This is an optimization exercise on Yosys and OpenROAD, whose aim is small area and few clock cycles, not a production implementation.
The RTL was checked by simulation tests, not by an equivalence proof against the original design.

Setup of run A:
// phase_to_complex_transmission
module phase_to_complex_transmission #(
   parameter int unsigned CORDIC_STAGES = 18
) (
   input  logic                                 clock,
   input  logic                                 reset,
   input  logic                                 req_valid,
   output logic                                 req_ready,
   input  logic signed [ptc_pkg::SAMPLE_W-1:0]  req_sample,
   input  logic                                 req_last,
   output logic                                 rsp_valid,
   input  logic                                 rsp_ready,
   output logic signed [ptc_pkg::OUT_W-1:0]     rsp_real,
   output logic signed [ptc_pkg::OUT_W-1:0]     rsp_imag,
   output logic                                 rsp_last,
   input  logic                                 csr_valid,
   output logic                                 csr_ready,
   input  logic [ptc_pkg::CSR_INDEX_W-1:0]      csr_index,
   input  logic [ptc_pkg::CSR_DATA_W-1:0]       csr_wdata
);
clock: 12.0 ns
lec_check: 0
abc_area: 1
cap_margin: 20
core_margin: 2
core_utilization: 50
place_density: 0.7
slew_margin: 20
standard.sh (not shown) runs the stock make flow with config.mk's settings and CLKGATE_MAP_FILE= SYNTH_SCRIPT=/design/flow/synth_recipe.tcl, a recipe that flattens the netlist after the stock synthesis.
==> flow/flow/run.sh <==
#!/bin/bash
# Own flow: the standard layout (standard synthesis and ORFS steps
# unchanged), except that the port buffers global placement inserts use the
# plain buffer sky130_fd_sc_hd__buf_1 instead of the flow's default cell.
# The make output goes to standard.log; ORFS keeps each step's log under
# orfs/logs/.
set -euo pipefail
bash standard.sh "BUFFER_PORTS_ARGS=-buffer_cell sky130_fd_sc_hd__buf_1" finish > standard.log 2>&1
Testbench counts of run A, summed over its fixed seeds: cycles 8,064.
[inputs] run B vs run A
Settings: CORE_UTILIZATION now 40, was 50; PLACE_DENSITY now 0.6, was 0.7.
==> flow/run.sh (new file) <==
#!/bin/bash
# synth_recipe.tcl (not shown) runs the flow's synth.tcl, then flattens the netlist and writes it again
# the make line also repeats each setting of config.mk as NAME=value (left out here)
make -C /OpenROAD-flow-scripts/flow DESIGN_CONFIG=/design/flow/config.mk WORK_HOME=/design/flow/orfs CLKGATE_MAP_FILE= SYNTH_SCRIPT=/design/flow/synth_recipe.tcl finish
removed: flow/flow/run.sh
removed: flow/standard.sh
Findings:
- Compared with run A, run B shows final hold slack lower by 3.4 ps.
- Number of buffers and inverters on the critical path (lower): run A
- Changes observed in run B relative to run A: area of the multi-input gates saw little to no change, die area +25%, routed length on met2 now smaller.
- Comparing run B and run A, the lower final core utilization was measured on run B.
Relative to run B, the following input files were edited for run C:
Settings: CTS_CLUSTER_DIAMETER now 80, previously not set; CTS_CLUSTER_SIZE now 20, previously not set; CORE_UTILIZATION now 50, was 40; PLACE_DENSITY now 0.7, was 0.6.
==> flow/flow/run.sh (new file) <==
#!/bin/bash
# Own flow: the standard layout (standard synthesis and ORFS steps
# unchanged), except that the port buffers global placement inserts use the
# plain buffer sky130_fd_sc_hd__buf_1 instead of the flow's default cell.
# The make output goes to standard.log; ORFS keeps each step's log under
# orfs/logs/.
set -euo pipefail
bash standard.sh "BUFFER_PORTS_ARGS=-buffer_cell sky130_fd_sc_hd__buf_1" finish > standard.log 2>&1
==> flow/standard.sh (new file) <==
#!/bin/bash
# synth_recipe.tcl (not shown) runs the flow's synth.tcl, then flattens the netlist and writes it again
# the make line also repeats each setting of config.mk as NAME=value (left out here)
make -C /OpenROAD-flow-scripts/flow DESIGN_CONFIG=/design/flow/config.mk WORK_HOME=/design/flow/orfs CLKGATE_MAP_FILE= SYNTH_SCRIPT=/design/flow/synth_recipe.tcl "${@:-finish}"
removed: flow/run.sh
==> notes.md <==
Run C vs. run B: max-slew headroom at the worst pin moved down, layout overhead on the synthesized area dropped 2.0 points.
[compare] base=run B new=run C: worst stage delay on the critical path grew by 330 ps, count of inserted tapcells saw a decrease.
In summary, run C completed successfully, with a layout that passed the timing, design-rule and antenna checks.
The following lists how run D was set up differently from run C:
Settings: clearing CTS_CLUSTER_DIAMETER, which used to be 80; clearing CTS_CLUSTER_SIZE, which used to be 20.
==> flow/run.sh (new file) <==
#!/bin/bash
# synth_recipe.tcl (not shown) runs the flow's synth.tcl, then flattens the netlist and writes it again
# the make line also repeats each setting of config.mk as NAME=value (left out here)
make -C /OpenROAD-flow-scripts/flow DESIGN_CONFIG=/design/flow/config.mk WORK_HOME=/design/flow/orfs CLKGATE_MAP_FILE= SYNTH_SCRIPT=/design/flow/synth_recipe.tcl finish
removed: flow/flow/run.sh
removed: flow/standard.sh
### Flow results
- Part of the cycle the worst path needs: run C and run D compared, lower one is run C
- Comparing run C and run D, non-clock buffer area fraction after layout is lower on run C.
- Final hold slack for run D: 8.0 ps down relative to run C
- Of the two values seen for capturing element of the worst setup path, s3_z[16]$_DFFE_PN_ was produced by run D and s4_z[17]$_DFFE_PN_ by run C.
- Taking run C as the reference, in run D setup slack -150 ps; non-clock buffer count up 3; global-route usage over all layers shows no meaningful change.

[what the ideal ports hide]
No port has a modelled driver above. Below, the same layouts with a new extraction and two added sets of constraints.
Step 1 assumes that a clkbuf_16 drives the clock port and a buf_2 every other input.
Step 2 also shifts input and output timing later by t, the mid clock arrival at the registers, as if the neighbouring blocks saw the same clock.
Three values: ideal, step 1, step 2; two values: the first two.
run | t (ns) | slack for setup (ns) | hold slack, ns | slew at the worst register clock pin (ns) | worst data-port slew with drivers (ns)
run A | 0.815 | 1.809 / 1.809 / 1.809 | 0.421 / 0.421 / 0.421 | 0.08 / 0.08 | 0.07
run B | 0.799 | 1.679 / 1.679 / 1.271 | 0.418 / 0.418 / 0.418 | 0.07 / 0.07 | 0.07
run C | 0.829 | 1.860 / 1.860 / 1.860 | 0.426 / 0.426 / 0.426 | 0.09 / 0.09 | 0.07
run D | 0.798 | 1.707 / 1.707 / 1.590 | 0.418 / 0.418 / 0.418 | 0.07 / 0.07 | 0.08
After both steps setup and hold are still met in every run listed. For run B, which loses most, drivers alone change the setup slack by 0.000 ns; drivers and shift together by -0.408 ns.
